Context: an optimization exercise on an open-source flow, tuned for a short achievable clock period and few clock cycles per item. The choices shown serve that exercise and are no tape-out recipe. Only simulation tests tie the RTL to the original design; equivalence was not proved. Power is estimated from default activity; no workload was simulated.

<file path="flow/flow/run.sh">
#!/bin/bash
# The standard layout with these changes:
#  - after the standard synthesis, the read port (rd_addr -> rd_data, rd_tag)
#    is rebuilt as a decoded AND-OR mux (flow/rdmux.tcl, same function);
#  - the read-port pins are grouped on one edge (flow/pins.tcl);
#  - timing repair aims at 5.4 ns of setup slack instead of 5.
# Each tool's output goes to a log file of its own in this folder.
set -e
export FLOWDIR=$PWD/flow
export RESULTS_DIR=$PWD/orfs/results/$FLOW_PLATFORM/rs_core/base
export LIB_FILE=$FLOW_HOME/platforms/$FLOW_PLATFORM/lib/sky130_fd_sc_hd__tt_025C_1v80.lib
bash standard.sh synth > synth.log 2>&1
openroad -no_init -exit $FLOWDIR/eco.tcl > eco.log 2>&1
export PRE_IO_PLACEMENT_TCL=$FLOWDIR/pins.tcl
bash standard.sh SETUP_SLACK_MARGIN=5.4 finish > standard.log 2>&1
</file>
<file path="flow/flow/eco.tcl">
# Replace the read-port logic of the standard synthesis result in place.
set R $::env(RESULTS_DIR)
read_db $R/1_synth.odb
read_liberty $::env(LIB_FILE)
source $::env(FLOWDIR)/rdmux.tcl
write_db $R/1_synth.odb
</file>
<file path="flow/flow/pins.tcl">
# Read-port pins packed into the middle of the top edge, the address pins at
# the centre, so that the read mux, its inputs and its outputs sit together.
set block [ord::get_db_block]
set die [$block getDieArea]
set w [expr {[$die xMax] / 1000.0}]
set names {}
for {set b 0} {$b < 16} {incr b} { lappend names "rd_data\[$b\]" }
lappend names "rd_tag\[0\]" "rd_tag\[1\]" "rd_addr\[0\]" "rd_addr\[1\]" "rd_addr\[2\]" "rd_tag\[2\]" "rd_tag\[3\]"
for {set b 16} {$b < 32} {incr b} { lappend names "rd_data\[$b\]" }
set x0 [expr {int($w * 0.3)}]
set x1 [expr {int($w * 0.7)}]
puts "read-port pins: [llength $names] on top:$x0-$x1"
set_io_pin_constraint -pin_names $names -region top:$x0-$x1 -group -order
</file>
<file path="flow/flow/rdmux.tcl">
# Rebuild the read port (rd_data, rd_tag[0]) of the synthesized netlist as a
# one-hot AND-OR mux: rd_addr is decoded by one and3 per register (four times, each for a quarter of the bits, each with inverters of its own), then
# per bit four a22oi and a nand4. The logic function is unchanged; only the
# gates between rd_addr / the register outputs and the ports are replaced.
set db    [ord::get_db]
set block [ord::get_db_block]

proc master {name} {
  set m [$::db findMaster "sky130_fd_sc_hd__$name"]
  if {$m eq "NULL" || $m eq ""} { error "rdmux: no cell $name" }
  return $m
}
proc net_of_port {name} {
  set bt [$::block findBTerm $name]
  if {$bt eq "NULL" || $bt eq ""} { error "rdmux: no port $name" }
  return [$bt getNet]
}
proc find_net {name} {
  set n [$::block findNet $name]
  if {$n eq "NULL" || $n eq ""} { error "rdmux: no net $name" }
  return $n
}
proc drv_iterm {net} {
  foreach it [$net getITerms] {
    if {[[$it getMTerm] getIoType] eq "OUTPUT"} { return $it }
  }
  return ""
}

set targets {}
for {set b 0} {$b < 32} {incr b} { lappend targets "rd_data\[$b\]" }
lappend targets "rd_tag\[0\]"
set target_nets {}
foreach t $targets { lappend target_nets [net_of_port $t] }

# cone of combinational cells behind the targets
set cone [dict create]
set work $target_nets
set seen [dict create]
while {[llength $work]} {
  set net [lindex $work 0]; set work [lrange $work 1 end]
  set nn [$net getName]
  if {[dict exists $seen $nn]} continue
  dict set seen $nn 1
  set d [drv_iterm $net]
  if {$d eq ""} continue
  set inst [$d getInst]
  if {[[$inst getMaster] isSequential]} continue
  dict set cone [$inst getName] $inst
  foreach it [$inst getITerms] {
    if {[[$it getMTerm] getIoType] eq "INPUT" && [$it getNet] ne "NULL" && [$it getNet] ne ""} {
      lappend work [$it getNet]
    }
  }
}
# keep only cells whose outputs feed nothing but the cone and the targets
set tnames {}
foreach n $target_nets { lappend tnames [$n getName] }
set changed 1
while {$changed} {
  set changed 0
  foreach name [dict keys $cone] {
    set inst [dict get $cone $name]
    set ok 1
    foreach it [$inst getITerms] {
      if {[[$it getMTerm] getIoType] ne "OUTPUT"} continue
      set net [$it getNet]
      if {$net eq "NULL" || $net eq ""} continue
      foreach l [$net getITerms] {
        if {$l eq $it} continue
        if {![dict exists $cone [[$l getInst] getName]]} { set ok 0 }
      }
      foreach bt [$net getBTerms] {
        if {[lsearch -exact $tnames [$net getName]] < 0} { set ok 0 }
      }
    }
    if {!$ok} { dict unset cone $name; set changed 1 }
  }
}
puts "rdmux: removing [dict size $cone] cells"
set dead_nets {}
foreach name [dict keys $cone] {
  set inst [dict get $cone $name]
  foreach it [$inst getITerms] {
    set net [$it getNet]
    if {$net ne "NULL" && $net ne "" && [[$it getMTerm] getIoType] eq "OUTPUT" && [lsearch -exact $tnames [$net getName]] < 0} { lappend dead_nets $net }
  }
  odb::dbInst_destroy $inst
}
foreach net [lsort -unique $dead_nets] {
  if {[llength [$net getITerms]] == 0 && [llength [$net getBTerms]] == 0} { odb::dbNet_destroy $net }
}

set k 0
proc cell {mname conns} {
  global k block
  set inst [odb::dbInst_create $block [master $mname] "rdmux_$k"]
  incr k
  foreach {pin net} $conns {
    set it [$inst findITerm $pin]
    if {$it eq "NULL" || $it eq ""} { error "rdmux: $mname has no pin $pin" }
    $it connect $net
  }
  return $inst
}
proc new_net {} {
  global k block
  set n [odb::dbNet_create $block "rdmux_n$k"]
  incr k
  return $n
}

set a0 [net_of_port "rd_addr\[0\]"]
set a1 [net_of_port "rd_addr\[1\]"]
set a2 [net_of_port "rd_addr\[2\]"]
# for each quarter of the bits: its own inverters of the address, then one
# and3 per register
for {set h 0} {$h < 4} {incr h} {
  set pol(0,1) $a0; set pol(1,1) $a1; set pol(2,1) $a2
  foreach i {0 1 2} a [list $a0 $a1 $a2] {
    set pol($i,0) [new_net]
    cell inv_4 [list A $a Y $pol($i,0)]
  }
  for {set r 0} {$r < 8} {incr r} {
    set sel($h,$r) [new_net]
    cell and3_4 [list A $pol(0,[expr {$r & 1}]) B $pol(1,[expr {($r >> 1) & 1}]) C $pol(2,[expr {($r >> 2) & 1}]) X $sel($h,$r)]
  }
}

# register outputs, found by the register cells' names
set qnet [dict create]
foreach inst [$block getInsts] {
  set n [string map {"\\" ""} [$inst getName]]
  if {[regexp {^status\.rf\[(\d+)\]\[(\d+)\]\$} $n -> r b]} {
    dict set qnet "rf $r $b" [[$inst findITerm Q] getNet]
  } elseif {[regexp {^status\.pend\[(\d+)\]\$} $n -> r]} {
    dict set qnet "pend $r" [[$inst findITerm Q] getNet]
  }
}
puts "rdmux: [dict size $qnet] register outputs"

for {set b 0} {$b <= 32} {incr b} {
  for {set r 0} {$r < 8} {incr r} {
    if {$b < 32} { set key "rf $r $b" } else { set key "pend $r" }
    if {![dict exists $qnet $key]} { error "rdmux: no register for $key" }
    set dq($r) [dict get $qnet $key]
  }
  set out [lindex $target_nets $b]
  set y {}
  for {set q 0} {$q < 4} {incr q} {
    set n [new_net]
    set r0 [expr {2*$q}]; set r1 [expr {2*$q+1}]
    set h [expr {$b < 32 ? $b / 8 : 3}]
    cell a22oi_2 [list A1 $sel($h,$r0) A2 $dq($r0) B1 $sel($h,$r1) B2 $dq($r1) Y $n]
    lappend y $n
  }
  cell nand4_4 [list A [lindex $y 0] B [lindex $y 1] C [lindex $y 2] D [lindex $y 3] Y $out]
}
puts "rdmux: added [expr {$k}] objects"
</file>
<file path="flow/standard.sh">
#!/bin/bash
# synth_recipe.tcl (not shown) runs the flow's synth.tcl, then flattens the netlist and writes it again
# the make line also repeats each setting of config.mk as NAME=value (left out here)
make -C /OpenROAD-flow-scripts/flow DESIGN_CONFIG=/design/flow/config.mk WORK_HOME=/design/flow/orfs CLKGATE_MAP_FILE= SYNTH_SCRIPT=/design/flow/synth_recipe.tcl "${@:-finish}"
</file>
<file path="flow/config.mk">
export PLATFORM = sky130hd
export DESIGN_NAME = rs_core
export DESIGN_NICKNAME = rs_core
export VERILOG_FILES = /design/flow/design.v
export SDC_FILE = /design/flow/constraint.sdc
export NUM_CORES = 4
export LEC_CHECK = 0
export ABC_CLOCK_PERIOD_IN_PS = 4000
export CAP_MARGIN = 40
export CORE_ASPECT_RATIO = 0.5
export CORE_MARGIN = 2
export CORE_UTILIZATION = 50
export SETUP_SLACK_MARGIN = 5
export SLEW_MARGIN = 40
</file>
<file path="flow/constraint.sdc">
create_clock -name core_clock -period 10.0 [get_ports {clk}]
set_input_delay 2.0000 -clock core_clock [delete_from_list [all_inputs] [get_ports {clk}]]
set_output_delay 2.0000 -clock core_clock [all_outputs]
set_load 0.01 [all_outputs]
</file>
<file path="flow/design.v">
package tomasulo_pkg;
  localparam int WORD_W   = 32;
  localparam int NUM_REGS = 8;
  localparam int REG_AW   = 3;
  localparam int TAG_W    = 4;
  localparam int DIGITS   = WORD_W / 2;   
  localparam int NUM_ROWS = 6;            
  typedef logic [WORD_W-1:0]   word_t;
  typedef logic [REG_AW-1:0]   reg_addr_t;
  typedef logic [TAG_W-1:0]    tag_t;
  typedef logic [3*DIGITS-1:0] booth_t;   
  typedef enum logic [1:0] {
    OP_ADD  = 2'd0,
    OP_MUL  = 2'd1,
    OP_MV   = 2'd2,
    OP_HALT = 2'd3
  } op_t;
  function automatic logic [2*WORD_W-1:0] csa(input word_t x, input word_t y, input word_t z);
    word_t s, c;
    s = x ^ y ^ z;
    c = ((x & y) | (x & z) | (y & z)) << 1;
    csa = {c, s};
  endfunction
  function automatic booth_t booth(input word_t b);
    logic [WORD_W:0] bx;
    booth_t e;
    bx = {b, 1'b0};
    for (int i = 0; i < DIGITS; i++) begin
      e[3*i]   = bx[2*i+2];
      e[3*i+1] = bx[2*i+1] ^ bx[2*i];
      e[3*i+2] = (bx[2*i+2] & ~bx[2*i+1] & ~bx[2*i]) | (~bx[2*i+2] & bx[2*i+1] & bx[2*i]);
    end
    booth = e;
  endfunction
endpackage
module reg_status (
  input  logic                    clk,
  input  logic                    reset,
  output tomasulo_pkg::word_t  [tomasulo_pkg::NUM_REGS-1:0] rf_val,
  output tomasulo_pkg::booth_t [tomasulo_pkg::NUM_REGS-1:0] rf_enc,
  input  logic                    iss_en,
  input  logic                    iss_imm_mv,
  input  tomasulo_pkg::reg_addr_t iss_reg,
  input  tomasulo_pkg::word_t     iss_data,
  input  logic                    wb_valid,
  input  tomasulo_pkg::reg_addr_t wb_reg,
  input  tomasulo_pkg::word_t     wb_data,
  input  tomasulo_pkg::reg_addr_t rd_addr,
  output tomasulo_pkg::tag_t      rd_tag,
  output tomasulo_pkg::word_t     rd_data
);
  tomasulo_pkg::word_t               rf [0:tomasulo_pkg::NUM_REGS-1];
  logic [tomasulo_pkg::NUM_REGS-1:0] pend;
  always_comb begin
    for (int r = 0; r < tomasulo_pkg::NUM_REGS; r++) begin
      rf_val[r] = rf[r];
      rf_enc[r] = tomasulo_pkg::booth(rf[r]);
    end
  end
  assign rd_tag  = {{(tomasulo_pkg::TAG_W-1){1'b0}}, pend[rd_addr]};
  assign rd_data = rf[rd_addr];
  always_ff @(posedge clk) begin
    if (reset) begin
      for (int r = 0; r < tomasulo_pkg::NUM_REGS; r++) begin
        rf[r]   <= '0;
        pend[r] <= 1'b0;
      end
    end else begin
      for (int r = 0; r < tomasulo_pkg::NUM_REGS; r++) begin
        if (wb_valid && wb_reg == tomasulo_pkg::reg_addr_t'(r)) begin
          rf[r]   <= wb_data;
          pend[r] <= 1'b0;
        end
        if (iss_en && iss_reg == tomasulo_pkg::reg_addr_t'(r)) begin
          if (iss_imm_mv) rf[r] <= iss_data;
          pend[r] <= !iss_imm_mv;
        end
      end
    end
  end
endmodule
module res_station (
  input  logic                          clk,
  input  logic                          reset,
  input  logic                          alloc,
  input  tomasulo_pkg::op_t             op,
  input  tomasulo_pkg::reg_addr_t       dst,
  input  tomasulo_pkg::reg_addr_t       src1,
  input  tomasulo_pkg::reg_addr_t       src2,
  input  logic                          has_imm,
  input  tomasulo_pkg::word_t           imm,
  output logic                          disp_valid,
  output tomasulo_pkg::reg_addr_t       disp_dst,
  output logic [tomasulo_pkg::NUM_REGS-1:0] disp_a_sel,   
  output logic [tomasulo_pkg::NUM_REGS-1:0] disp_b_sel,   
  output logic                          disp_b_imm,       
  output logic [tomasulo_pkg::NUM_REGS-1:0] disp_m_sel,   
  output logic                          disp_m_imm,       
  output logic                          disp_m_one,       
  output tomasulo_pkg::word_t           disp_imm,
  output tomasulo_pkg::booth_t          disp_imm_enc
);
  logic is_mul, is_add;
  assign is_mul = (op == tomasulo_pkg::OP_MUL);
  assign is_add = (op == tomasulo_pkg::OP_ADD);
  always_ff @(posedge clk) begin
    if (reset) disp_valid <= 1'b0;
    else       disp_valid <= alloc;
  end
  always_ff @(posedge clk) begin
    disp_dst <= dst;
    for (int r = 0; r < tomasulo_pkg::NUM_REGS; r++) begin
      disp_a_sel[r] <= (src1 == tomasulo_pkg::reg_addr_t'(r));
      disp_b_sel[r] <= is_add && !has_imm && (src2 == tomasulo_pkg::reg_addr_t'(r));
      disp_m_sel[r] <= is_mul && !has_imm && (src2 == tomasulo_pkg::reg_addr_t'(r));
    end
    disp_b_imm   <= is_add && has_imm;
    disp_m_imm   <= is_mul && has_imm;
    disp_m_one   <= !is_mul;
    disp_imm     <= imm;
    disp_imm_enc <= tomasulo_pkg::booth(imm);
  end
endmodule
module exec_units (
  input  logic                    clk,
  input  logic                    reset,
  input  logic                    in_valid,
  input  tomasulo_pkg::reg_addr_t in_dst,
  input  tomasulo_pkg::word_t  [tomasulo_pkg::NUM_REGS-1:0] rf_val,
  input  tomasulo_pkg::booth_t [tomasulo_pkg::NUM_REGS-1:0] rf_enc,
  input  logic [tomasulo_pkg::NUM_REGS-1:0] a_sel,
  input  logic [tomasulo_pkg::NUM_REGS-1:0] b_sel,
  input  logic                    b_imm,
  input  logic [tomasulo_pkg::NUM_REGS-1:0] m_sel,
  input  logic                    m_imm,
  input  logic                    m_one,
  input  tomasulo_pkg::word_t     imm,
  input  tomasulo_pkg::booth_t    imm_enc,
  output logic                    wb_valid,
  output tomasulo_pkg::reg_addr_t wb_reg,
  output tomasulo_pkg::word_t     wb_data
);
  localparam int W = tomasulo_pkg::WORD_W;
  localparam int N = tomasulo_pkg::DIGITS;
  localparam int R = tomasulo_pkg::NUM_ROWS;
  tomasulo_pkg::word_t  a, brow;
  tomasulo_pkg::booth_t enc;
  always_comb begin
    a    = '0;
    brow = b_imm ? imm : '0;
    enc  = (m_imm ? imm_enc : '0) | (m_one ? tomasulo_pkg::booth_t'(3'b010) : '0);
    for (int r = 0; r < tomasulo_pkg::NUM_REGS; r++) begin
      a    = a    | (a_sel[r] ? rf_val[r] : '0);
      brow = brow | (b_sel[r] ? rf_val[r] : '0);
      enc  = enc  | (m_sel[r] ? rf_enc[r] : '0);
    end
  end
  tomasulo_pkg::word_t pp [0:N+1];
  always_comb begin
    pp[N]   = '0;
    pp[N+1] = brow;
    for (int i = 0; i < N; i++) begin
      logic neg, one, two;
      tomasulo_pkg::word_t mag;
      neg = enc[3*i];
      one = enc[3*i+1];
      two = enc[3*i+2];
      mag = ({W{one}} & a) | ({W{two}} & (a << 1));
      pp[i] = ({W{neg}} ^ mag) << (2*i);
      pp[N][2*i] = neg;
    end
  end
  tomasulo_pkg::word_t l1 [0:11];
  tomasulo_pkg::word_t l2 [0:7];
  tomasulo_pkg::word_t l3 [0:5];
  always_comb begin
    for (int k = 0; k < 6; k++)
      {l1[2*k+1], l1[2*k]} = tomasulo_pkg::csa(pp[3*k], pp[3*k+1], pp[3*k+2]);
    for (int k = 0; k < 4; k++)
      {l2[2*k+1], l2[2*k]} = tomasulo_pkg::csa(l1[3*k], l1[3*k+1], l1[3*k+2]);
    {l3[1], l3[0]} = tomasulo_pkg::csa(l2[0], l2[1], l2[2]);
    {l3[3], l3[2]} = tomasulo_pkg::csa(l2[3], l2[4], l2[5]);
    l3[4] = l2[6];
    l3[5] = l2[7];
  end
  logic                    s2_valid;
  tomasulo_pkg::reg_addr_t s2_dst;
  tomasulo_pkg::word_t     s2_row [0:R-1];
  always_ff @(posedge clk) begin
    if (reset) s2_valid <= 1'b0;
    else       s2_valid <= in_valid;
  end
  always_ff @(posedge clk) begin
    s2_dst <= in_dst;
    for (int k = 0; k < R; k++) s2_row[k] <= l3[k];
  end
  tomasulo_pkg::word_t l4 [0:3];
  tomasulo_pkg::word_t l5 [0:2];
  tomasulo_pkg::word_t l6 [0:1];
  always_comb begin
    {l4[1], l4[0]} = tomasulo_pkg::csa(s2_row[0], s2_row[1], s2_row[2]);
    {l4[3], l4[2]} = tomasulo_pkg::csa(s2_row[3], s2_row[4], s2_row[5]);
    {l5[1], l5[0]} = tomasulo_pkg::csa(l4[0], l4[1], l4[2]);
    l5[2] = l4[3];
    {l6[1], l6[0]} = tomasulo_pkg::csa(l5[0], l5[1], l5[2]);
  end
  assign wb_valid = s2_valid;
  assign wb_reg   = s2_dst;
  assign wb_data  = l6[0] + l6[1];
endmodule
module issue_ctrl (
  input  logic clk,
  input  logic reset,
  input  logic req,
  output logic ack,
  output logic fire
);
  logic ack_q;
  always_ff @(posedge clk) begin
    if (reset) ack_q <= 1'b0;
    else       ack_q <= req;
  end
  assign ack  = ack_q;
  assign fire = req && !ack_q && !reset;
endmodule
module rs_core (
  input  logic                    clk,
  input  logic                    reset,
  input  logic                    req,
  input  tomasulo_pkg::op_t       op,
  input  tomasulo_pkg::reg_addr_t dst,
  input  tomasulo_pkg::reg_addr_t src1,
  input  tomasulo_pkg::reg_addr_t src2,
  input  logic                    has_imm,
  input  tomasulo_pkg::word_t     imm,
  output logic                    ack,
  input  tomasulo_pkg::reg_addr_t rd_addr,
  output tomasulo_pkg::tag_t      rd_tag,
  output tomasulo_pkg::word_t     rd_data
);
  localparam int NR = tomasulo_pkg::NUM_REGS;
  logic fire, imm_mv, is_exec;
  tomasulo_pkg::word_t  [NR-1:0] rf_val;
  tomasulo_pkg::booth_t [NR-1:0] rf_enc;
  logic                    disp_valid, disp_b_imm, disp_m_imm, disp_m_one;
  tomasulo_pkg::reg_addr_t disp_dst;
  logic [NR-1:0]           disp_a_sel, disp_b_sel, disp_m_sel;
  tomasulo_pkg::word_t     disp_imm;
  tomasulo_pkg::booth_t    disp_imm_enc;
  logic                    wb_valid;
  tomasulo_pkg::reg_addr_t wb_reg;
  tomasulo_pkg::word_t     wb_data;
  issue_ctrl issue (.clk, .reset, .req, .ack, .fire);
  assign imm_mv  = (op == tomasulo_pkg::OP_MV) && has_imm;
  assign is_exec = (op != tomasulo_pkg::OP_HALT) && !imm_mv;
  reg_status status (
    .clk, .reset, .rf_val, .rf_enc,
    .iss_en(fire && (op != tomasulo_pkg::OP_HALT)), .iss_imm_mv(imm_mv), .iss_reg(dst), .iss_data(imm),
    .wb_valid, .wb_reg, .wb_data,
    .rd_addr, .rd_tag, .rd_data
  );
  res_station rs (
    .clk, .reset, .alloc(fire && is_exec),
    .op, .dst, .src1, .src2, .has_imm, .imm,
    .disp_valid, .disp_dst, .disp_a_sel, .disp_b_sel, .disp_b_imm,
    .disp_m_sel, .disp_m_imm, .disp_m_one, .disp_imm, .disp_imm_enc
  );
  exec_units units (
    .clk, .reset,
    .in_valid(disp_valid), .in_dst(disp_dst),
    .rf_val, .rf_enc,
    .a_sel(disp_a_sel), .b_sel(disp_b_sel), .b_imm(disp_b_imm),
    .m_sel(disp_m_sel), .m_imm(disp_m_imm), .m_one(disp_m_one),
    .imm(disp_imm), .imm_enc(disp_imm_enc),
    .wb_valid, .wb_reg, .wb_data
  );
endmodule
</file>
==> results of run 1 <==
[final cells by class]
cell class	count	share of cell area
antenna	4	0.000208
clock buffer	62	0.0297
clock inverter	33	0.00827
inverter	326	0.0270
multi-input combinational	3607	0.613
sequential	503	0.214
tap	1116	0.0290
timing repair buffer	336	0.0788
[stage by stage]
| stage | utilization | std cells | cell area [µm²] |
|---|---|---|---|
| floorplan | - | 5009 | 42000 |
| global placement | 0.518 | 5751 | 43200 |
| detailed placement | 0.520 | 5757 | 43500 |
| CTS | 0.556 | 5904 | 46400 |
| global route | 0.576 | 5984 | 48100 |
| finish | 0.576 | 5987 | 48100 |
[report_power, final]
| group | switching (mW) | leakage (nW) | internal [mW] |
|---|---|---|---|
| logic | 1.61 | 13.1 | 0.789 |
| registers | 0.0890 | 4.17 | 2.09 |
| clock network | 0.994 | 0.895 | 1.21 |
| total | 2.69 | 18.2 | 4.09 |
[flip-flops by register name, summed over array words and instances, names as in the netlist]
register	flops
rs.disp_b_sel	8
issue.ack_q	1
rs.disp_imm_enc	48
units.s2_dst	3
rs.disp_dst	3
rs.disp_b_imm	1
rs.disp_valid	1
rs.disp_imm	15
units.s2_row	140
status.pend	8
rs.disp_m_sel	8
rs.disp_a_sel	8
status.rf	256
units.s2_valid	1
rs.disp_m_imm	1
rs.disp_m_one	1
[worst max path at each step]
stage | startpoint | slack [ps] | depth (start not counted) | end
after global routing | rd_addr[1] | 4940 | 7 | rd_data[30]
final | rd_addr[2] | 4960 | 7 | rd_data[30]
after floorplan | rd_addr[2] | 5450 | 4 | rd_data[24]
after global placement | rd_addr[1] | 3450 | 5 | rd_data[3]
after detailed placement | rd_addr[1] | 4230 | 5 | rd_data[4]
after CTS | rd_addr[0] | 4970 | 7 | rd_data[20]
[repair_timing]
action	in CTS	in global routing
endpoints found under the setup margin	182	147
gates resized for setup	311	269
pin swaps	97	118
buffers inserted	41	71
cloned	11	7
hold endpoints to repair	0	0
[per-layer routing]
layer / vias up / global-route usage
li1: 17500 / -
met1: 21200 / 0.641
met2: 3954 / 0.623
met3: 980 / 0.233
met4: 4 / 0.231
met5: - / 0.00445
[worst max-delay path: stages]
cell	delay, ps
buf_16	130
inv_4	50
and3_4	200
buf_6	110
a22oi_2	240
nand4_4	140
buf_6	160
==> flow_metrics.tcl, run 1 <==
set metrics [dict create \
    area.sequential_um2 10300 \
    cts-htree-levels 2 \
    syn_inst 5007 \
    wl_met2_um 80600 \
    grt-ovfl-total 0 \
    grt_max_degree 168 \
    num_rows 75 \
    r2r-start "units.s2_row[2][15]" \
    first_global_vias 40900 \
    die-width_um 414 \
    antenna_found_initial 6 \
    root_buffer "clkbuf_16" \
    viasPerCell 7.29 \
    fill_cells 7466 \
    mostFrequentLayoutCells "dfxtp_1, nor2_1, nand2_1" \
    grt_usage 0.476 \
    cts_tree "done" \
    core_area_um2 83500 \
    wl_met3_um 39200 \
    holdBufCountCts 0 \
    clk_pin_slew_ps 60 \
    ir_drop_v 0.000241 \
    final-setup-viol-count 0 \
    cellPowerDensity_nw_per_um2 141 \
    finalCritPeriodShare 0.504 \
    pre_cts_ws_ps 4230 \
    drc 0 \
    holdPathEnd "units.s2_dst[1]" \
    end_kind "output port" \
    power_mw 6.78 \
    synth_area_um2 42000 \
    clock_latency_ps 670 \
    worst_slew_pin_slew_ps 915 \
    fin_skew_ps 34.2 \
    slew_headroom 0.390 \
    wl_per_cell_um 35.9 \
    ff2ff_setup_slack_ps 5410 \
    vias 43700 \
    cp-start-kind "input pin" \
    final_common_cell "dfxtp_1" \
    tns_ps 0 \
    first_iter_violations 8433 \
    finalCriticalPeriod_ps 5040 \
    required_ps 8000 \
    top_layer "met5" \
    p_leak_nw 18.2 \
    drt-met1-wl_um 81700 \
    hold_path_class "reg2reg" \
    ff2ff_path_depth 16 \
    io_buffers 83 \
    clockBufferDepth 3 \
    fp.dieArea_um2 86500 \
    wl_um 215000 \
    maxCapViolCount 0 \
    synth.avg_cell_area_um2 8.39 \
    clkSinkCount 503 \
    status "complete, no violations" \
    rsz0062_at_grt "yes" \
    layout-drive-gt1-share 0.183 \
    multi_input_area_um2 29500 \
    globalplace.congestion 0.989 \
    die_h_um 209 \
    io-pin-count 87 \
    fin_hold_ws_ps 327 \
    first_pass_iters 11 \
    drtAntennaViolNets 0 \
    area_delta_synth_final_pct 14.5 \
    ys_warn_count 13 \
    hpwl_um 136000 \
    numCtsBuffers 51 \
    start_util 0.503 \
    hold_viol_final 0 \
    fmax_mhz 199 \
    hold_path_depth 0 \
    path_class "in2out" \
    slew_violations 0 \
    fin_nets 5227 \
    grt_pass1_wl_um 299000 \
    hold_start "rs.disp_dst[1]" \
    crit_arrival_ps 3040 \
    setup_ws_ps 4960 \
    crit_path_max_fanout 6 \
    timing.rr.end "status.rf[4][23]" \
]
Testbench counts, summed over its fixed seeds: cycles 6,480, instrs 3,280.
==> run 2, diff against run 1 <==
--- a/flow/flow/rdmux.tcl
+++ b/flow/flow/rdmux.tcl
@@ -1,5 +1,5 @@
 # Rebuild the read port (rd_data, rd_tag[0]) of the synthesized netlist as a
-# one-hot AND-OR mux: rd_addr is decoded by one and3 per register (four times, each for a quarter of the bits, each with inverters of its own), then
+# one-hot AND-OR mux: rd_addr is decoded by one and3 per register (eight times, each for four of the bits, each with inverters of its own), then
 # per bit four a22oi and a nand4. The logic function is unchanged; only the
 # gates between rd_addr / the register outputs and the ports are replaced.
 set db    [ord::get_db]
@@ -113,9 +113,9 @@
 set a0 [net_of_port "rd_addr\[0\]"]
 set a1 [net_of_port "rd_addr\[1\]"]
 set a2 [net_of_port "rd_addr\[2\]"]
-# for each quarter of the bits: its own inverters of the address, then one
+# for each group of four bits: its own inverters of the address, then one
 # and3 per register
-for {set h 0} {$h < 4} {incr h} {
+for {set h 0} {$h < 8} {incr h} {
   set pol(0,1) $a0; set pol(1,1) $a1; set pol(2,1) $a2
   foreach i {0 1 2} a [list $a0 $a1 $a2] {
     set pol($i,0) [new_net]
@@ -150,7 +150,7 @@
   for {set q 0} {$q < 4} {incr q} {
     set n [new_net]
     set r0 [expr {2*$q}]; set r1 [expr {2*$q+1}]
-    set h [expr {$b < 32 ? $b / 8 : 3}]
+    set h [expr {$b < 32 ? $b / 4 : 7}]
     cell a22oi_2 [list A1 $sel($h,$r0) A2 $dq($r0) B1 $sel($h,$r1) B2 $dq($r1) Y $n]
     lappend y $n
   }
--- a/flow/config.mk
+++ b/flow/config.mk
@@ -9,6 +9,6 @@
 export CAP_MARGIN = 40
 export CORE_ASPECT_RATIO = 0.5
 export CORE_MARGIN = 2
-export CORE_UTILIZATION = 50
+export CORE_UTILIZATION = 40
 export SETUP_SLACK_MARGIN = 5
 export SLEW_MARGIN = 40
==> run 2 against run 1 <==
Compared with the run above: still clean on timing, DRC and antenna; combinational power down 3%; sequential share of layout area down 0.31 points; count of clock-buffer cells in the layout increased by 12; sequential power about the same; final cell count up 5.0%; synthesized area grew 1.0%; fmax is 0.46% higher; sequential cell count is the same; largest cell class unchanged; largest power group unchanged.
==> flow_metrics.tcl, run 2 <==
set metrics [dict create \
    cp-start-kind "input pin" \
    clk_pin_slew_ps 60 \
    ys_warn_count 13 \
    required_ps 8000 \
    p_leak_nw 18.1 \
    grt_usage 0.379 \
    fmax_mhz 199 \
    path_class "in2out" \
    first_pass_iters 12 \
    layout-drive-gt1-share 0.164 \
    slew_violations 0 \
    cts-htree-levels 2 \
    final_util 0.459 \
    io_buffers 83 \
    cellPowerDensity_nw_per_um2 136 \
    fin_skew_ps 26.2 \
    fin_nets 5226 \
    status "complete, no violations" \
    final_common_cell "dfxtp_1" \
    p_sw_mw 2.56 \
    globalplace.congestion 0.986 \
    seq_power_share 0.332 \
    hold_viol_final 0 \
    crit_arrival_ps 3010 \
    p_clk_frac 0.315 \
    wl_per_cell_um 33.9 \
    p_int_mw 4.00 \
    clock_latency_ps 660 \
    wl_um 213000 \
    end_kind "output port" \
    worst_slew_pin_slew_ps 996 \
    top_regs "status.rf x256, units.s2_row x140, rs.disp_imm_enc x48" \
    die-width_um 465 \
    multi_input_area_um2 29800 \
    maxCapViolCount 0 \
    fill_cells 10100 \
    die_h_um 234 \
    cts_tree "done" \
    slew_headroom 0.336 \
    syn_inst 5051 \
    mostFrequentLayoutCells "dfxtp_1, nor2_1, nand2_1" \
    ir_drop_v 0.000298 \
    viasPerCell 6.95 \
    finalCritPeriodShare 0.501 \
    crit_path_max_fanout 5 \
    power_frac_comb 0.353 \
    num_rows 84 \
    io-pin-count 87 \
    root_buffer "clkbuf_16" \
    synth_area_um2 42500 \
    vias 43700 \
    grt_pass1_wl_um 301000 \
    clkSinkCount 503 \
    first_global_vias 41400 \
    fp.dieArea_um2 109000 \
    holdBufCountCts 0 \
    rsz0062_at_grt "yes" \
    antenna_found_initial 18 \
    core_area_um2 105000 \
    grt-ovfl-total 0 \
    regMostFlops "status.rf" \
    clockBufferDepth 3 \
    synth.avg_cell_area_um2 8.41 \
    largest_reg_flops 256 \
    finalCriticalPeriod_ps 5010 \
    grt_max_degree 112 \
    first_iter_violations 8188 \
    final-setup-viol-count 0 \
    start_util 0.404 \
    numCtsBuffers 53 \
    area_delta_synth_final_pct 13.7 \
    area.sequential_um2 10200 \
    tns_ps 0 \
    drtAntennaViolNets 0 \
    swShare 0.390 \
    drc 0 \
    hpwl_um 137000 \
    hold_path_class "reg2reg" \
]
## run 2: cell count changes in the layout (fill, tap and decap cells not counted), moves of 13 or more
cell,change
buf_4,-27
dfxtp_2,-35
and3_4,+30
buf_6,-13
dfxtp_4,-21
dfxtp_1,+56
## run 2: what timing repair did
action                                  in CTS  in global routing
resized for setup                          317                126
pin swaps                                   83                100
endpoints found under the setup margin     169                159
buffers inserted                            26                 29
hold endpoints to repair                     0                  0
cloned                                      14                  1
## run 2: final timing paths
| kind | depth (start not counted) | slack, ps | start | to |
|---|---|---|---|---|
| max | 6 | 4990 | rd_addr[0] | rd_data[16] |
| min | 0 | 320 | rs.disp_dst[1] | units.s2_dst[1] |
| max reg2reg | 16 | 5270 | status.rf[6][11] | units.s2_row[2][31] |
| min reg2reg | 0 | 320 | rs.disp_dst[1] | units.s2_dst[1] |
## run 2: power by group through the flow
stage / clock network (mW) / registers [mW] / logic (mW)
6_report: 2.06 / 2.18 / 2.32
5_1_grt: 2.13 / 2.18 / 2.42
4_1_cts: 2.06 / 2.17 / 2.03
3_5_place_dp: 0 / 2.22 / 1.84
3_3_place_gp: 0 / 2.22 / 1.79
2_1_floorplan: 0 / 2.17 / 1.09
## run 2: worst max-delay path: stages
cell and delay [ps]:
buf_16 130, inv_8 40, and3_4 200, a22oi_2 250, nand4_4 200, buf_6 180
## run 2: area by class of cell
type	count	share of cell area
Multi-Input combinational cell	3637	0.617
Inverter	338	0.0284
Clock buffer	74	0.0316
Tap cell	1419	0.0368
Sequential cell	503	0.211
Timing Repair Buffer	291	0.0713
Clock inverter	17	0.00350
Antenna cell	9	0.000467
## run 2: metal layers
layer | vias up | wire, µm | global-route usage
met5 | - | 333 | 0
met1 | 21200 | 81100 | 0.487
met4 | 12 | 15000 | 0.233
li1 | 17600 | - | -
met3 | 1007 | 34200 | 0.158
met2 | 3912 | 82700 | 0.522
## run 2: per-stage QoR
stage	hold WS (ps)	worst slack [ps]	area, µm²	cells	power (mW)
2_1_floorplan	310	5480	42500	5053	3.26
3_3_place_gp	313	3900	44100	6102	4.01
3_5_place_dp	312	4230	44400	6113	4.06
4_1_cts	323	4990	47300	6244	6.26
5_1_grt	338	4980	48300	6286	6.73
6_report	323	4990	48300	6288	6.56
==> run 3, diff against run 2 <==
--- a/flow/flow/run.sh
+++ b/flow/flow/run.sh
@@ -3,6 +3,8 @@
 #  - after the standard synthesis, the read port (rd_addr -> rd_data, rd_tag)
 #    is rebuilt as a decoded AND-OR mux (flow/rdmux.tcl, same function);
 #  - the read-port pins are grouped on one edge (flow/pins.tcl);
+#  - after global placement, the read-port gates are moved next to those
+#    pins (flow/rdplace.tcl), and detailed placement legalizes them;
 #  - timing repair aims at 5.4 ns of setup slack instead of 5.
 # Each tool's output goes to a log file of its own in this folder.
 set -e
@@ -12,4 +14,5 @@
 bash standard.sh synth > synth.log 2>&1
 openroad -no_init -exit $FLOWDIR/eco.tcl > eco.log 2>&1
 export PRE_IO_PLACEMENT_TCL=$FLOWDIR/pins.tcl
+export POST_GLOBAL_PLACE_TCL=$FLOWDIR/rdplace.tcl
 bash standard.sh SETUP_SLACK_MARGIN=5.4 finish > standard.log 2>&1
--- a/flow/flow/rdmux.tcl
+++ b/flow/flow/rdmux.tcl
@@ -1,5 +1,5 @@
 # Rebuild the read port (rd_data, rd_tag[0]) of the synthesized netlist as a
-# one-hot AND-OR mux: rd_addr is decoded by one and3 per register (eight times, each for four of the bits, each with inverters of its own), then
+# one-hot AND-OR mux: rd_addr is decoded by one and3 per register (eight times, each for four of the bits), then
 # per bit four a22oi and a nand4. The logic function is unchanged; only the
 # gates between rd_addr / the register outputs and the ports are replaced.
 set db    [ord::get_db]
@@ -113,14 +113,15 @@
 set a0 [net_of_port "rd_addr\[0\]"]
 set a1 [net_of_port "rd_addr\[1\]"]
 set a2 [net_of_port "rd_addr\[2\]"]
-# for each group of four bits: its own inverters of the address, then one
-# and3 per register
+# both polarities of the address, then one and3 per register and group of four bits
+set an0 [new_net]; set an1 [new_net]; set an2 [new_net]
+cell inv_8 [list A $a0 Y $an0]
+cell inv_8 [list A $a1 Y $an1]
+cell inv_8 [list A $a2 Y $an2]
+set pol(0,0) $an0; set pol(0,1) $a0
+set pol(1,0) $an1; set pol(1,1) $a1
+set pol(2,0) $an2; set pol(2,1) $a2
 for {set h 0} {$h < 8} {incr h} {
-  set pol(0,1) $a0; set pol(1,1) $a1; set pol(2,1) $a2
-  foreach i {0 1 2} a [list $a0 $a1 $a2] {
-    set pol($i,0) [new_net]
-    cell inv_4 [list A $a Y $pol($i,0)]
-  }
   for {set r 0} {$r < 8} {incr r} {
     set sel($h,$r) [new_net]
     cell and3_4 [list A $pol(0,[expr {$r & 1}]) B $pol(1,[expr {($r >> 1) & 1}]) C $pol(2,[expr {($r >> 2) & 1}]) X $sel($h,$r)]
@@ -151,9 +152,9 @@
     set n [new_net]
     set r0 [expr {2*$q}]; set r1 [expr {2*$q+1}]
     set h [expr {$b < 32 ? $b / 4 : 7}]
-    cell a22oi_2 [list A1 $sel($h,$r0) A2 $dq($r0) B1 $sel($h,$r1) B2 $dq($r1) Y $n]
+    cell a22oi_1 [list A1 $sel($h,$r0) A2 $dq($r0) B1 $sel($h,$r1) B2 $dq($r1) Y $n]
     lappend y $n
   }
-  cell nand4_4 [list A [lindex $y 0] B [lindex $y 1] C [lindex $y 2] D [lindex $y 3] Y $out]
+  cell nand4_2 [list A [lindex $y 0] B [lindex $y 1] C [lindex $y 2] D [lindex $y 3] Y $out]
 }
 puts "rdmux: added [expr {$k}] objects"
==> flow/flow/rdplace.tcl (new file) <==
# After global placement: pull the read-port logic (rd_addr input buffers,
# the address decoders, the per-bit AND-OR gates and the output buffers) next
# to the read-port pins on the top edge. Detailed placement legalizes them.
set ::block [ord::get_db_block]
set block $::block
set core  [$block getCoreArea]
set rowh  2720
set ytop  [expr {[$core yMax] - 2 * $rowh}]

proc pin_x {name} {
  set bb [[lindex [[$::block findBTerm $name] getBPins] 0] getBBox]
  return [expr {([$bb xMin] + [$bb xMax]) / 2}]
}
proc drv_inst {net} {
  foreach it [$net getITerms] {
    if {[[$it getMTerm] getIoType] eq "OUTPUT"} { return [$it getInst] }
  }
  return ""
}
proc in_drivers {inst} {
  set l {}
  foreach it [$inst getITerms] {
    if {[[$it getMTerm] getIoType] ne "INPUT"} continue
    set n [$it getNet]
    if {$n eq "NULL" || $n eq ""} continue
    set d [drv_inst $n]
    if {$d ne ""} { lappend l $d }
  }
  return $l
}
proc put {inst x y} {
  $inst setLocation [expr {int($x - [[$inst getMaster] getWidth] / 2)}] [expr {int($y)}]
  $inst setPlacementStatus PLACED
  incr ::moved
}

set ::moved 0
set outs {}
for {set b 0} {$b < 32} {incr b} { lappend outs "rd_data\[$b\]" }
lappend outs "rd_tag\[0\]"
foreach o $outs {
  set px [pin_x $o]
  set obuf [drv_inst [[$block findBTerm $o] getNet]]
  put $obuf $px $ytop
  foreach n4 [in_drivers $obuf] {
    if {![string match "rdmux_*" [$n4 getName]]} continue
    put $n4 $px [expr {$ytop - $rowh}]
    set i 0
    foreach a [in_drivers $n4] {
      if {![string match "rdmux_*" [$a getName]]} continue
      put $a [expr {$px + ($i % 2) * 4000 - 2000}] [expr {$ytop - $rowh * (2 + $i / 2)}]
      incr i
    }
  }
}
# decoders: at the middle of the gates they feed; rd_addr buffers and
# inverters: at the middle of the address pins
set ax 0
for {set k 0} {$k < 3} {incr k} { set ax [expr {$ax + [pin_x "rd_addr\[$k\]"] / 3.0}] }
foreach inst [$block getInsts] {
  if {![string match "rdmux_*" [$inst getName]]} continue
  set m [[$inst getMaster] getName]
  if {[string match "*and3_*" $m]} {
    set sx 0; set c 0
    foreach it [$inst getITerms] {
      if {[[$it getMTerm] getIoType] ne "OUTPUT"} continue
      foreach l [[$it getNet] getITerms] {
        if {$l eq $it} continue
        set bb [[$l getInst] getBBox]
        set sx [expr {$sx + ([$bb xMin] + [$bb xMax]) / 2}]; incr c
      }
    }
    if {$c} { put $inst [expr {$sx / $c}] [expr {$ytop - $rowh * 5}] }
  } elseif {[string match "*inv_*" $m]} {
    put $inst $ax [expr {$ytop - $rowh * 4}]
  }
}
for {set k 0} {$k < 3} {incr k} {
  foreach l [[[$block findBTerm "rd_addr\[$k\]"] getNet] getITerms] { put [$l getInst] $ax [expr {$ytop - $rowh * 3}] }
}
puts "rdplace: moved $::moved cells"
==> run 3 against run 2 <==
Compared with the run above: the run now fails in 5_1_grt; synthesized area decreased by 2.5%; synthesized cell count decreased by 0.42%.
==> flow_metrics.tcl, run 3 <==
set metrics [dict create \
    first_global_vias 45700 \
    clockBufferDepth 3 \
    cts-htree-levels 2 \
    io_buffers 83 \
    syn_inst 5030 \
    hpwl_um 161000 \
    status "aborted with a tool error" \
    num_rows 83 \
    io-pin-count 87 \
    start_util 0.403 \
    placed_area_um2 43400 \
    grt_usage 0.491 \
    grt_pass1_wl_um 369000 \
    tool.error "[ERROR GRT-0116] Global routing finished with congestion. Check the congestion regions in the DRC Viewer." \
    ys_warn_count 13 \
    numCtsBuffers 53 \
    synth.avg_cell_area_um2 8.23 \
    grt-ovfl-total 89 \
    synth_area_um2 41400 \
    root_buffer "clkbuf_16" \
    grt_max_degree 121 \
    holdBufCountCts 0 \
    die-width_um 459 \
    lastStage "5_1_grt" \
    die_h_um 231 \
    clkSinkCount 503 \
]
-- run 3: power by group through the flow --
stage | sequential, mW | clock, mW | combinational [mW]
CTS | 2.18 | 2.17 | 2.00
global placement | 2.22 | 0 | 1.78
detailed placement | 2.23 | 0 | 1.83
floorplan | 2.17 | 0 | 1.08
-- run 3: worst min path at each step --
stage,cells past startpoint,slack [ps],start,to
2_1_floorplan,0,310,rs.disp_dst[0],units.s2_dst[0]
3_3_place_gp,0,310,rs.disp_dst[0],units.s2_dst[0]
3_5_place_dp,0,310,rs.disp_dst[0],units.s2_dst[0]
4_1_cts,0,330,rs.disp_dst[0],units.s2_dst[0]
-- run 3: through the flow --
step           hold WS, ps  worst slack [ps]  utilization  std cells
4_1_cts                329              4870        0.458       6174
3_5_place_dp           314              3240        0.423       6029
3_3_place_gp           312              2930        0.419       6012
2_1_floorplan          310              5430            -       5032
-- run 3: metal layers --
metal  track usage  GRT overflow
met1         0.577             8
met2         0.635            36
met3         0.328            18
met4         0.299            27
met5         0.142             0
-- run 3: what timing repair did --
item | CTS
cloned | 15
pin swaps | 68
buffers inserted | 31
setup endpoints to repair | 144
hold endpoints to repair | 0
gates resized for setup | 495
==> run 4, diff against run 3 <==
--- a/flow/flow/run.sh
+++ b/flow/flow/run.sh
@@ -3,8 +3,8 @@
 #  - after the standard synthesis, the read port (rd_addr -> rd_data, rd_tag)
 #    is rebuilt as a decoded AND-OR mux (flow/rdmux.tcl, same function);
 #  - the read-port pins are grouped on one edge (flow/pins.tcl);
-#  - after global placement, the read-port gates are moved next to those
-#    pins (flow/rdplace.tcl), and detailed placement legalizes them;
+#  - after global placement, the read-port gates are moved towards those
+#    pins (flow/rdplace.tcl, halfway), and detailed placement legalizes them;
 #  - timing repair aims at 5.4 ns of setup slack instead of 5.
 # Each tool's output goes to a log file of its own in this folder.
 set -e
--- a/flow/flow/rdplace.tcl
+++ b/flow/flow/rdplace.tcl
@@ -1,6 +1,7 @@
 # After global placement: pull the read-port logic (rd_addr input buffers,
-# the address decoders, the per-bit AND-OR gates and the output buffers) next
-# to the read-port pins on the top edge. Detailed placement legalizes them.
+# the address decoders, the per-bit AND-OR gates and the output buffers)
+# halfway towards the read-port pins on the top edge. Detailed placement
+# legalizes them.
 set ::block [ord::get_db_block]
 set block $::block
 set core  [$block getCoreArea]
@@ -28,8 +29,11 @@
   }
   return $l
 }
+# move a cell halfway from where global placement put it towards (x, y)
 proc put {inst x y} {
-  $inst setLocation [expr {int($x - [[$inst getMaster] getWidth] / 2)}] [expr {int($y)}]
+  lassign [$inst getLocation] ox oy
+  set tx [expr {$x - [[$inst getMaster] getWidth] / 2}]
+  $inst setLocation [expr {int($ox + 0.5 * ($tx - $ox))}] [expr {int($oy + 0.5 * ($y - $oy))}]
   $inst setPlacementStatus PLACED
   incr ::moved
 }
==> run 4 against run 3 <==
Compared with the run above: now clean on timing, DRC and antenna; synthesized cell count stayed put; synthesized area unchanged.
==> flow_metrics.tcl, run 4 <==
set metrics [dict create \
    slew_violations 0 \
    hold_path_class "reg2reg" \
    clockBufferDepth 3 \
    slowest_stage "a22oi_2" \
    tns_ps 0 \
    start_util 0.403 \
    final_util 0.472 \
    fin_nets 5223 \
    final_area_um2 48400 \
    num_rows 83 \
    clk_pin_slew_ps 70 \
    timing.rr.end "status.rf[1][30]" \
    p_leak_nw 18.2 \
    hold_start "rs.disp_dst[0]" \
    grt-ovfl-total 0 \
    crit_arrival_ps 3190 \
    final_common_cell "nor2_1" \
    path_class "in2out" \
    layout.cells.non_filler 6239 \
    ff2ff_path_depth 18 \
    drtAntennaViolNets 0 \
    top_regs "status.rf x256, units.s2_row x140, rs.disp_imm_enc x48" \
    maxCapViolCount 0 \
    grt_max_degree 98 \
    syn_inst 5030 \
    root_buffer "clkbuf_16" \
    cp-start-kind "input pin" \
    wl_per_cell_um 37.6 \
    holdBufCountCts 0 \
    synth_area_um2 41400 \
    cellPowerDensity_nw_per_um2 140 \
    holdPathEnd "units.s2_dst[0]" \
    fill_cells 9663 \
    numCtsBuffers 54 \
    core_area_um2 103000 \
    cts_tree "done" \
    hpwl_um 150000 \
    placed_area_um2 43300 \
    r2r-start "units.s2_row[0][24]" \
    die-width_um 459 \
    ys_warn_count 13 \
    drc 0 \
    regMostFlops "status.rf" \
    layout-drive-gt1-share 0.182 \
    clkSinkCount 503 \
    area_delta_synth_final_pct 17.0 \
    io-pin-count 87 \
    first_pass_iters 11 \
    placed_cells 6020 \
    clock_latency_ps 700 \
    cts-htree-levels 2 \
    ir_drop_v 0.000231 \
    worst_slew_pin_slew_ps 1090 \
    vias 45100 \
    largest_reg_flops 256 \
    fmax_mhz 193 \
    synth.avg_cell_area_um2 8.23 \
    die_h_um 231 \
    required_ps 8000 \
    path_common_cell "buf_12" \
    antenna_found_initial 20 \
    multi_input_area_um2 29700 \
    slew_headroom 0.272 \
    status "complete, no violations" \
    grt_pass1_wl_um 321000 \
    fp.dieArea_um2 106000 \
    hold_path_depth 0 \
    area.sequential_um2 10300 \
    crit_path_max_fanout 6 \
    fin_skew_ps 35.1 \
    io_buffers 83 \
    end_kind "output port" \
    final-setup-viol-count 0 \
    viasPerCell 7.23 \
    crit_path_cell_trace "buf_12 -> buf_12 -> buf_6 -> and3_4 -> a22oi_2 -> nand4_2 -> buf_2" \
    first_iter_violations 9372 \
    ff2ff_setup_slack_ps 5390 \
    mostFrequentLayoutCells "nor2_1, dfxtp_1, nand2_1" \
    wl_um 235000 \
    rsz0062_at_grt "yes" \
    hold_viol_final 0 \
    finalCritPeriodShare 0.519 \
    finalCriticalPeriod_ps 5190 \
    first_global_vias 42500 \
    grt_usage 0.421 \
    cp_slowest_stage_delay_ps 240 \
]
-- run 4: area by class of cell --
cell class / instances / area share
Antenna cell: 13 / 0.000672
Clock buffer: 74 / 0.0316
Sequential cell: 503 / 0.214
Multi-Input combinational cell: 3637 / 0.614
Clock inverter: 27 / 0.00582
Timing Repair inverter: 2 / 0.000465
Timing Repair Buffer: 306 / 0.0728
Inverter: 317 / 0.0259
Tap cell: 1360 / 0.0352
-- run 4: through the flow --
stage | power (mW) | hold slack [ps] | worst slack (ps)
final | 6.78 | 332 | 4810
after global routing | 6.92 | 342 | 4830
after CTS | 6.39 | 337 | 4880
after detailed placement | 4.05 | 313 | 3300
after global placement | 3.98 | 316 | 2920
after floorplan | 3.25 | 310 | 5430
-- run 4: how the worst max path moves through the flow --
| stage | start | slack [ps] | to | cells past startpoint |
|---|---|---|---|---|
| after floorplan | rd_addr[2] | 5430 | rd_data[31] | 4 |
| final | rd_addr[2] | 4810 | rd_data[9] | 7 |
| after detailed placement | rd_addr[1] | 3300 | rd_data[9] | 7 |
| after global placement | rd_addr[0] | 2920 | rd_data[7] | 7 |
| after global routing | rd_addr[2] | 4830 | rd_data[9] | 7 |
| after CTS | rd_addr[2] | 4880 | rd_data[9] | 7 |
-- run 4: power by group --
group / switching, mW / total, mW / internal [mW]
Sequential: 0.0927 / 2.18 / 2.09
Combinational: 1.61 / 2.41 / 0.801
Clock: 1.03 / 2.19 / 1.16
-- run 4: routing by layer --
layer / track usage / up-vias / share of wire
met5: 0.0303 / - / 0.0039
met4: 0.258 / 22 / 0.078
met3: 0.236 / 1262 / 0.18
met2: 0.563 / 4527 / 0.38
met1: 0.517 / 21700 / 0.36
li1: - / 17600 / -
-- run 4: worst max-delay path, delay by kind of cell --
| kind | cells | cell delay [ps] |
|---|---|---|
| buffers and inverters | 4 | 570 |
| AND/OR/NAND/NOR | 2 | 370 |
| AO/OA/AOI/OAI | 1 | 240 |
-- run 4: repair_timing --
item                       CTS  global route
buffers inserted            25            58
pin swaps                   46            77
cloned                      12             8
gates resized for setup    459           220
setup endpoints to repair  147           142
==> run 5, diff against run 4 <==
--- a/flow/flow/rdmux.tcl
+++ b/flow/flow/rdmux.tcl
@@ -1,5 +1,5 @@
 # Rebuild the read port (rd_data, rd_tag[0]) of the synthesized netlist as a
-# one-hot AND-OR mux: rd_addr is decoded by one and3 per register (eight times, each for four of the bits), then
+# one-hot AND-OR mux: rd_addr is decoded by one and3 per register (four times, each for a quarter of the bits), then
 # per bit four a22oi and a nand4. The logic function is unchanged; only the
 # gates between rd_addr / the register outputs and the ports are replaced.
 set db    [ord::get_db]
@@ -113,15 +113,15 @@
 set a0 [net_of_port "rd_addr\[0\]"]
 set a1 [net_of_port "rd_addr\[1\]"]
 set a2 [net_of_port "rd_addr\[2\]"]
-# both polarities of the address, then one and3 per register and group of four bits
+# both polarities of the address, then one and3 per register and quarter of the bits
 set an0 [new_net]; set an1 [new_net]; set an2 [new_net]
-cell inv_8 [list A $a0 Y $an0]
-cell inv_8 [list A $a1 Y $an1]
-cell inv_8 [list A $a2 Y $an2]
+cell inv_4 [list A $a0 Y $an0]
+cell inv_4 [list A $a1 Y $an1]
+cell inv_4 [list A $a2 Y $an2]
 set pol(0,0) $an0; set pol(0,1) $a0
 set pol(1,0) $an1; set pol(1,1) $a1
 set pol(2,0) $an2; set pol(2,1) $a2
-for {set h 0} {$h < 8} {incr h} {
+for {set h 0} {$h < 4} {incr h} {
   for {set r 0} {$r < 8} {incr r} {
     set sel($h,$r) [new_net]
     cell and3_4 [list A $pol(0,[expr {$r & 1}]) B $pol(1,[expr {($r >> 1) & 1}]) C $pol(2,[expr {($r >> 2) & 1}]) X $sel($h,$r)]
@@ -151,7 +151,7 @@
   for {set q 0} {$q < 4} {incr q} {
     set n [new_net]
     set r0 [expr {2*$q}]; set r1 [expr {2*$q+1}]
-    set h [expr {$b < 32 ? $b / 4 : 7}]
+    set h [expr {$b < 32 ? $b / 8 : 3}]
     cell a22oi_1 [list A1 $sel($h,$r0) A2 $dq($r0) B1 $sel($h,$r1) B2 $dq($r1) Y $n]
     lappend y $n
   }
==> run 5 against run 4 <==
Compared with the run above: worst hold slack about the same; wire length down 1.9%; global-route usage down 0.71 points; still clean; synthesized area down 0.91%; clock power up 5%; power up 2.6%; final cell count down 0.91%; critical endpoint is now rd_data[5]; synthesized cell count down 0.64%; die area down 0.90%; setup slack worse by 32 ps.
==> flow_metrics.tcl, run 5 <==
set metrics [dict create \
    syn_inst 4998 \
    hold_path_class "reg2reg" \
    fmax_mhz 192 \
    r2r-start "units.s2_row[0][13]" \
    first_global_vias 41800 \
    io-pin-count 87 \
    ff2ff_setup_slack_ps 5310 \
    synth.avg_cell_area_um2 8.21 \
    slew_violations 0 \
    seq_power_share 0.313 \
    grt_pass1_wl_um 316000 \
    power_frac_comb 0.354 \
    clk_pin_slew_ps 70 \
    first_iter_violations 9002 \
    die_h_um 230 \
    p_leak_nw 18.0 \
    final_util 0.476 \
    end_kind "output port" \
    clockBufferDepth 3 \
    hold_start "rs.disp_dst[1]" \
    drtAntennaViolNets 0 \
    final-setup-viol-count 0 \
    status "complete, no violations" \
    maxCapViolCount 0 \
    hold_path_depth 0 \
    holdPathEnd "units.s2_dst[1]" \
    wl_um 230000 \
    slew_headroom 0.368 \
    hpwl_um 148000 \
    hold_viol_final 0 \
    slowest_stage "a22oi_2" \
    crit_path_cell_trace "buf_6 -> buf_12 -> buf_6 -> and3_4 -> a22oi_2 -> nand4_2 -> buf_6" \
    io_buffers 83 \
    fin_skew_ps 27.7 \
    fin_nets 5187 \
    antenna_found_initial 18 \
    cp_slowest_stage_delay_ps 250 \
    crit_path_max_fanout 8 \
    finalCriticalPeriod_ps 5220 \
    timing.rr.end "status.rf[6][24]" \
    required_ps 8000 \
    rsz0062_at_grt "yes" \
    largest_reg_flops 256 \
    ir_drop_v 0.000139 \
    grt-ovfl-total 0 \
    wl_per_cell_um 37.3 \
    swShare 0.384 \
    core_area_um2 101000 \
    mostFrequentLayoutCells "nor2_1, nand2_1, dfxtp_1" \
    viasPerCell 7.26 \
    first_pass_iters 14 \
    area.sequential_um2 10400 \
    final_common_cell "nor2_1" \
    synth_area_um2 41000 \
    p_clk_frac 0.333 \
    cts_tree "done" \
    regMostFlops "status.rf" \
    grt_max_degree 151 \
    cellPowerDensity_nw_per_um2 145 \
    cp-start-kind "input pin" \
    crit_arrival_ps 3220 \
    grt_usage 0.414 \
    cts-htree-levels 2 \
    num_rows 82 \
    fp.dieArea_um2 105000 \
    clock_latency_ps 660 \
    worst_slew_pin_slew_ps 948 \
    p_int_mw 4.29 \
    clkSinkCount 503 \
    path_common_cell "buf_6" \
    multi_input_area_um2 29400 \
    finalCritPeriodShare 0.522 \
    root_buffer "clkbuf_16" \
    holdBufCountCts 0 \
    drc 0 \
    area_delta_synth_final_pct 17.1 \
    start_util 0.407 \
    ff2ff_path_depth 18 \
    path_class "in2out" \
    ys_warn_count 13 \
    layout-drive-gt1-share 0.184 \
    numCtsBuffers 53 \
    tns_ps 0 \
    fill_cells 9356 \
    vias 44900 \
    top_regs "status.rf x256, units.s2_row x140, rs.disp_imm_enc x48" \
    die-width_um 457 \
    p_sw_mw 2.67 \
]
run 5: what timing repair did:
action,4_1_cts,5_1_grt
resized for setup,423,321
endpoints found under the setup margin,158,147
buffers inserted,21,63
hold endpoints to repair,0,0
pin swaps,46,91
cloned,7,7
run 5: how the worst max path moves through the flow:
stage	start	endpoint	slack, ps
4_1_cts	rd_addr[2]	rd_data[10]	4840
3_3_place_gp	rd_addr[0]	rd_data[12]	3460
3_5_place_dp	rd_addr[0]	rd_data[12]	3570
5_1_grt	rd_addr[2]	rd_data[9]	4810
6_report	rd_addr[2]	rd_data[5]	4780
2_1_floorplan	rd_addr[2]	rd_data[31]	5420
run 5: critical path: cells and delay by family:
family	cells	cell delay, ps
compound gates	1	250
buf+inv	4	520
simple gates	2	440
run 5: power by group through the flow:
stage                     logic [mW]  clock network [mW]  registers, mW
after floorplan                 1.07                   0           2.17
after global placement          1.71                   0           2.22
after detailed placement        1.76                   0           2.23
after CTS                       2.07                2.30           2.18
after global routing            2.57                2.38           2.18
final                           2.46                2.31           2.18
run 5: layout make-up:
| class | count | share of cell area |
|---|---|---|
| multi-input combinational | 3611 | 0.612 |
| sequential | 503 | 0.217 |
| timing repair buffer | 299 | 0.0698 |
| tap | 1344 | 0.0350 |
| clock buffer | 66 | 0.0307 |
| inverter | 317 | 0.0254 |
| clock inverter | 28 | 0.00930 |
| antenna | 14 | 0.000729 |
run 5: through the flow:
| step | instances | area [µm²] | hold WS (ps) | worst slack (ps) | power, mW |
|---|---|---|---|---|---|
| 2_1_floorplan | 5000 | 41000 | 310 | 5420 | 3.24 |
| 3_3_place_gp | 5959 | 42500 | 316 | 3460 | 3.93 |
| 3_5_place_dp | 5972 | 42900 | 316 | 3570 | 3.99 |
| 4_1_cts | 6094 | 46100 | 335 | 4840 | 6.55 |
| 5_1_grt | 6173 | 48000 | 336 | 4810 | 7.13 |
| 6_report | 6182 | 48000 | 333 | 4780 | 6.95 |
run 5: layer usage:
metal  vias to the layer above  GRT usage  wire length (µm)
met3                      1257      0.226             41600
li1                      17500          -                 -
met1                     21700      0.517             84100
met2                      4443      0.548             85500
met4                        32      0.247             17600
met5                         -     0.0534              1440
==> run 6, diff against run 5 <==
--- a/flow/flow/run.sh
+++ b/flow/flow/run.sh
@@ -3,8 +3,8 @@
 #  - after the standard synthesis, the read port (rd_addr -> rd_data, rd_tag)
 #    is rebuilt as a decoded AND-OR mux (flow/rdmux.tcl, same function);
 #  - the read-port pins are grouped on one edge (flow/pins.tcl);
-#  - after global placement, the read-port gates are moved towards those
-#    pins (flow/rdplace.tcl, halfway), and detailed placement legalizes them;
+#  - after global placement, the read-port gates are moved next to those
+#    pins (flow/rdplace.tcl), and detailed placement legalizes them;
 #  - timing repair aims at 5.4 ns of setup slack instead of 5.
 # Each tool's output goes to a log file of its own in this folder.
 set -e
--- a/flow/flow/rdplace.tcl
+++ b/flow/flow/rdplace.tcl
@@ -1,9 +1,7 @@
 # After global placement: pull the read-port logic (rd_addr input buffers,
-# the address decoders, the per-bit AND-OR gates and the output buffers)
-# halfway towards the read-port pins on the top edge. Detailed placement
-# legalizes them.
-set ::block [ord::get_db_block]
-set block $::block
+# the address decoders, the per-bit AND-OR gates and the output buffers) next
+# to the read-port pins on the top edge. Detailed placement legalizes them.
+set block [ord::get_db_block]
 set core  [$block getCoreArea]
 set rowh  2720
 set ytop  [expr {[$core yMax] - 2 * $rowh}]
@@ -29,16 +27,13 @@
   }
   return $l
 }
-# move a cell halfway from where global placement put it towards (x, y)
 proc put {inst x y} {
-  lassign [$inst getLocation] ox oy
-  set tx [expr {$x - [[$inst getMaster] getWidth] / 2}]
-  $inst setLocation [expr {int($ox + 0.5 * ($tx - $ox))}] [expr {int($oy + 0.5 * ($y - $oy))}]
+  $inst setLocation [expr {int($x - [[$inst getMaster] getWidth] / 2)}] [expr {int($y)}]
   $inst setPlacementStatus PLACED
   incr ::moved
 }
 
-set ::moved 0
+set moved 0
 set outs {}
 for {set b 0} {$b < 32} {incr b} { lappend outs "rd_data\[$b\]" }
 lappend outs "rd_tag\[0\]"
@@ -82,4 +77,4 @@
 for {set k 0} {$k < 3} {incr k} {
   foreach l [[[$block findBTerm "rd_addr\[$k\]"] getNet] getITerms] { put [$l getInst] $ax [expr {$ytop - $rowh * 3}] }
 }
-puts "rdplace: moved $::moved cells"
+puts "rdplace: moved $moved cells"
--- a/flow/config.mk
+++ b/flow/config.mk
@@ -6,9 +6,9 @@
 export NUM_CORES = 4
 export LEC_CHECK = 0
 export ABC_CLOCK_PERIOD_IN_PS = 4000
-export CAP_MARGIN = 40
+export CAP_MARGIN = 20
 export CORE_ASPECT_RATIO = 0.5
 export CORE_MARGIN = 2
 export CORE_UTILIZATION = 40
 export SETUP_SLACK_MARGIN = 5
-export SLEW_MARGIN = 40
+export SLEW_MARGIN = 20
==> run 6 against run 5 <==
Compared with the run above: the flow now stops in 3_3_place_gp; synthesized cell count stayed put; synthesized area unchanged.
==> flow_metrics.tcl, run 6 <==
set metrics [dict create \
    tool.error "Error: global_place.tcl, 78 can't read \"::block\": no such variable" \
    io_buffers 83 \
    ys_warn_count 13 \
    die-width_um 457 \
    synth_area_um2 41000 \
    syn_inst 4998 \
    io-pin-count 87 \
    lastStage "3_3_place_gp" \
    num_rows 82 \
    status "aborted with a tool error" \
    synth.avg_cell_area_um2 8.21 \
    die_h_um 230 \
    start_util 0.407 \
]

afterwards: timing with drivers on the ports:
The results above use ideal ports. As a check the final layouts listed here were re-extracted and re-timed, cells and wires unchanged.
Step 1, drivers: a clkbuf_16 drives clk and a buf_2 each remaining input, both assumed.
Step 2 adds t to the input delays and takes it off the output delays; t is the mean of the earliest and latest rising clock arrival at the registers after step 1. Input paths then give back, and output paths get back, about the clock's delay inside the block.
Three values: no drivers, after step 1, after step 2; two values: the first two.
run | shift t [ns] | setup slack, ns | worst hold slack (ns) | slew at the worst register clock pin (ns)
run 1 | 0.732 | 4.963 / 4.688 / 4.688 | 0.327 / 0.327 / 0.327 | 0.08 / 0.08
run 2 | 0.718 | 4.986 / 4.620 / 4.620 | 0.323 / 0.323 / 0.323 | 0.08 / 0.08
run 4 | 0.759 | 4.812 / 4.724 / 4.724 | 0.332 / 0.332 / 0.332 | 0.08 / 0.08
run 5 | 0.716 | 4.780 / 4.745 / 4.745 | 0.333 / 0.333 / 0.333 | 0.08 / 0.08
After both steps setup and hold are still met in every run listed. For run 2, which loses most, drivers alone change the setup slack by -0.366 ns; drivers and shift together by -0.366 ns.
